What follows belongs to an exercise in optimizing a design on an open flow for small area; a production flow would make more cautious choices. Only simulation tests tie the RTL to the original design; equivalence was not proved. No activity file was given, so power comes from the tool's default toggle rates.

$ cat design/flow/design.v
module ram_true_dual #(
    parameter int DATA_WIDTH = 8,
    parameter int ADDR_WIDTH = 7
) (
    output logic [DATA_WIDTH-1:0] q1,
    output logic [DATA_WIDTH-1:0] q2,
    input  logic [DATA_WIDTH-1:0] d1,
    input  logic [DATA_WIDTH-1:0] d2,
    input  logic [ADDR_WIDTH-1:0] a1,
    input  logic [ADDR_WIDTH-1:0] a2,
    input  logic                  we1,
    input  logic                  we2,
    input  logic                  clk,
    input  logic                  rst_n
);
    localparam int DEPTH = 1 << ADDR_WIDTH;
    logic [DATA_WIDTH-1:0] mem [DEPTH];
    logic [DATA_WIDTH-1:0] q1_q;
    logic [DATA_WIDTH-1:0] q2_q;
    logic [DATA_WIDTH-1:0] q1_d;
    logic [DATA_WIDTH-1:0] q2_d;
    logic                  wr2_en;
    always_comb begin
        q1_d = we1 ? d1 : mem[a1];
        q2_d = we2 ? d2 : mem[a2];
    end
    always_comb begin
        wr2_en = we2 && !(we1 && (a1 == a2));
    end
    always_ff @(posedge clk) begin
        if (rst_n) begin
            if (we1) begin
                mem[a1] <= d1;
            end
            if (wr2_en) begin
                mem[a2] <= d2;
            end
        end
    end
    always_ff @(posedge clk or negedge rst_n) begin
        if (!rst_n) begin
            q1_q <= '0;
            q2_q <= '0;
        end else begin
            q1_q <= q1_d;
            q2_q <= q2_d;
        end
    end
    assign q1 = q1_q;
    assign q2 = q2_q;
endmodule
$ cat design/flow/run.sh
#!/bin/bash
# synth_recipe.tcl (not shown) runs the flow's synth.tcl, then flattens the netlist and writes it again
# the make line also repeats each setting of config.mk as NAME=value (left out here)
make -C /OpenROAD-flow-scripts/flow DESIGN_CONFIG=/design/flow/config.mk WORK_HOME=/design/flow/orfs CLKGATE_MAP_FILE= SYNTH_SCRIPT=/design/flow/synth_recipe.tcl finish
$ cat design/flow/config.mk
export PLATFORM = sky130hd
export DESIGN_NAME = ram_true_dual
export DESIGN_NICKNAME = ram_true_dual
export VERILOG_FILES = /design/flow/design.v
export SDC_FILE = /design/flow/constraint.sdc
export NUM_CORES = 4
export LEC_CHECK = 0
export CAP_MARGIN = 20
export CORE_MARGIN = 2
export CORE_UTILIZATION = 40
export SLEW_MARGIN = 20
$ cat design/flow/constraint.sdc
create_clock -name core_clock -period 6.0 [get_ports {clk}]
set_input_delay 1.2000 -clock core_clock [delete_from_list [all_inputs] [get_ports {clk}]]
set_output_delay 1.2000 -clock core_clock [all_outputs]
set_load 0.01 [all_outputs]
==> run summary <==
outcome=complete, no violations; Worst EP required=6.72 ns; Hold Vio Cnt, Final=0; post-synthesis average cell area=12.48 µm²; DP HPWL=201400 µm; measured slew at the worst slew-check pin=1.316 ns; Worst VDD drop=0.2387 mV; Avg WL per Cell=43.03 µm; crit-path cells=buf_8 > nor2b_2 > buf_4 > buf_4 > a221oi_1 > o221a_2 > o32ai_1 > a32oi_1 > a2bb2oi_1; clock slew at reported path FFs=0.07 ns; PostCTS Resize Cnt=0; flop and latch count out of synthesis=1040; CP Buf/Inv Count=3; f_max=212.9 MHz; worst r2r dst=q1_q[7]$_DFF_PN0_; Die Span X=400.4 µm; Top cell by count, worst path=buf_4; # rows=145; max-cap violations=0; depth of the most critical reg-to-reg path=7; post-synthesis sequential area ratio=49.56%; wirelength, routed=310300 µm; Slew Limit Fails=0; CP max FO=49; Via density=7.404; Post-DP Area=0.06660 mm²; GPL Wtd Cong=1.088; largest stage delay on the critical path=0.99 ns; Slew HR=12.06%; fill count=14140; EDFF count, synth=1024; CP Capture Type=flop; Tcrit/Tclk final=78.27%; Reg2Reg Launch Point=mem[27][7]$_DFFE_PP_; first-pass GRT wire length=420700 µm; crit-path leading delay family=compound AO/OA/AOI/OAI gates; Net count, final=5061; hold slack=0.7830 ns; Sink Count=1040; Worst Path Arrival=5.42 ns; pin count of the biggest net entering global routing=130; Main synth FF type=edfxtp_1; CTS tree=done; Crit path depth=9; synthesized area=0.06285 mm²; Port Buffer Count=49; post-route ant nets=0; # IOs=50; share of cells above drive strength 1=30.60%; initial antenna violation count=44; Syn Nets=5072; CORE AREA=0.1562 mm²; RSZ-0062 raised after global routing=no; H-tree depth=3; final worst path period need=4.696 ns; Synth warnings=1; 1st-iter DRT viols=10560; Setup Skew=0.07870 ns; DR vias=53400; Crit-path slowest cell=o32ai_1; aggregate global routing overflow=0; r2r setup slk=2.56 ns; Cell Pwr Density=258.6 mW/mm²; CP Class=primary input to flop; CP startpoint kind=primary input; clk buf depth=3; Die H=400.4 µm; total die area=0.1603 mm²; clk root buf=clkbuf_16; number of global-route vias before repair=49400; pre-CTS setup slack=0.9441 ns; multi-input logic area=0.02916 mm²; final worst setup slack=1.304 ns; final core utilization=45.24%; Remaining DRCs=0; Starting Density=40.24%; Worst Setup EP=q1_q[7]$_DFF_PN0_; hold-fix buffers at CTS=0; Post-CTS Setup Repair Bufs=0; Critical path origin=a1[1]; leakage power=0.02391 µW; area grow syn2layout=12.44%; Worst-Skew Late Latency=0.82 ns; post-synth cell types=86; Post-Syn Instances=5038; hold crit path type=primary input to async pin; DR pass1 iterations=10; Setup Viol. Count Final=0; asr flop ratio synth=1.538%; setup total negative slack=0 ns; gr usage total=37.38%; Finished Cell Area=0.07067 mm²; FF/Latch Area=0.03115 mm²; Num CTS Buffers=118
Yosys cell counts, types with 27 or more instances:
cell type     n  area share (%)
a22o_1       36            0.50
a221oi_1    238             3.3
edfxtp_1   1024              49
nand2_1     364             2.2
buf_2       103            0.82
o21ai_1      31            0.25
buf_4        62            0.74
mux2i_1     201             3.2
a21oi_1     168             1.3
nor2_1      181             1.1
a221o_1      52            0.83
mux2_1      312             5.6
mux2_2      722              13
nand2_2      81            0.81
o221ai_1     38            0.53
a22oi_1     120             1.4
clkbuf_1    331             2.0
buf_1        31            0.19
o21ai_0     366             2.9
o22ai_1      27            0.27
mux4_2      122             4.4
kinds of logic after synthesis:
group,count (synthesis),synth area share [%]
AO/OA/AOI/OAI,1288,14.27
XOR/XNOR,7,0.09755
buffers and inverters,573,4.377
flip-flops,1040,49.56
multiplexers,1359,26.15
AND/OR/NAND/NOR,771,5.550
placed cells by master (no fill, tap or decap), types with 28 or more instances in the layout:
| cell | n |
|---|---|
| clkinv_2 | 28 |
| mux4_2 | 122 |
| o21ai_1 | 50 |
| o21ai_0 | 347 |
| mux2_2 | 722 |
| nand2_1 | 363 |
| clkbuf_16 | 122 |
| o221ai_1 | 38 |
| nand2_2 | 82 |
| edfxtp_1 | 1024 |
| nor2_1 | 176 |
| mux2_1 | 312 |
| a221oi_1 | 238 |
| a221o_1 | 52 |
| a22o_1 | 36 |
| a21oi_1 | 168 |
| mux2i_1 | 201 |
| buf_4 | 358 |
| a22oi_1 | 120 |
| buf_12 | 30 |
where the power goes:
group	leakage (µW)	switching (µW)	internal [µW]	total (µW)
logic	0.0126	1750	781	2530
clock network	0.00194	3320	4350	7670
registers	0.00939	58.3	8020	8080
total	0.0239	5120	13100	18300
sequential cells by signal (all words and copies together) (netlist names):
register,count
q1_q,8
mem,1024
q2_q,8
area by class of cell:
class / instances / area share [%]
Sequential cell: 1040 / 44.08
Antenna cell: 27 / 0.09560
Timing Repair Buffer: 425 / 5.209
Multi-Input combinational cell: 3425 / 41.26
Clock inverter: 71 / 1.052
Clock buffer: 149 / 4.562
Tap cell: 2058 / 3.644
Inverter: 17 / 0.1009
per-stage QoR:
step           instances  power [µW]
5_1_grt             7189       18470
3_5_place_dp        6964       10560
6_report            7212       18270
2_1_floorplan       5038        9494
4_1_cts             7184       18050
3_3_place_gp        6962       10540
layer usage:
metal  up-vias  track usage [%]  part of all wire, %
met4        42            23.39                  7.6
met1     26520            47.37                   35
li1      20020                -                    -
met3      1345            16.58                   17
met5         -            1.279                 0.17
met2      5473            51.69                   40
worst min path at each step:
stage	from	endpoint	slack [ns]	cells after the start
after floorplan	mem[33][7]$_DFFE_PP_	q1_q[7]$_DFF_PN0_	0.66	4
after global placement	mem[11][3]$_DFFE_PP_	q1_q[3]$_DFF_PN0_	0.84	5
after detailed placement	mem[11][3]$_DFFE_PP_	q1_q[3]$_DFF_PN0_	0.82	5
after CTS	rst_n	q1_q[3]$_DFF_PN0_	0.72	1
after global routing	rst_n	q1_q[3]$_DFF_PN0_	0.74	1
final	rst_n	q1_q[3]$_DFF_PN0_	0.78	1

## port drivers added, routing unchanged
The flow's constraints put no driver on any port. The routed layout listed below was extracted and timed again, unchanged, in two steps.
Step 1, drivers: a clkbuf_16 drives clk and a buf_2 each remaining input, both assumed.
Step 2 moves the port delays by t, midway between the first and last clock arrival at a register: inputs arrive t later, outputs are due t later. That takes back most of the time a late clock gives input paths.
Three values: no drivers, after step 1, after step 2; two values: the first two.
t, ns: 0.867
slack for setup (ns): 1.304 / 1.336 / 0.469
slew at the worst register clock pin (ns): 0.07 / 0.07
worst slew at a driven data input, ns: 0.23
After both steps setup and hold are still met in this run. The setup slack of this run moves by +0.032 ns with the drivers and by -0.835 ns with both steps.
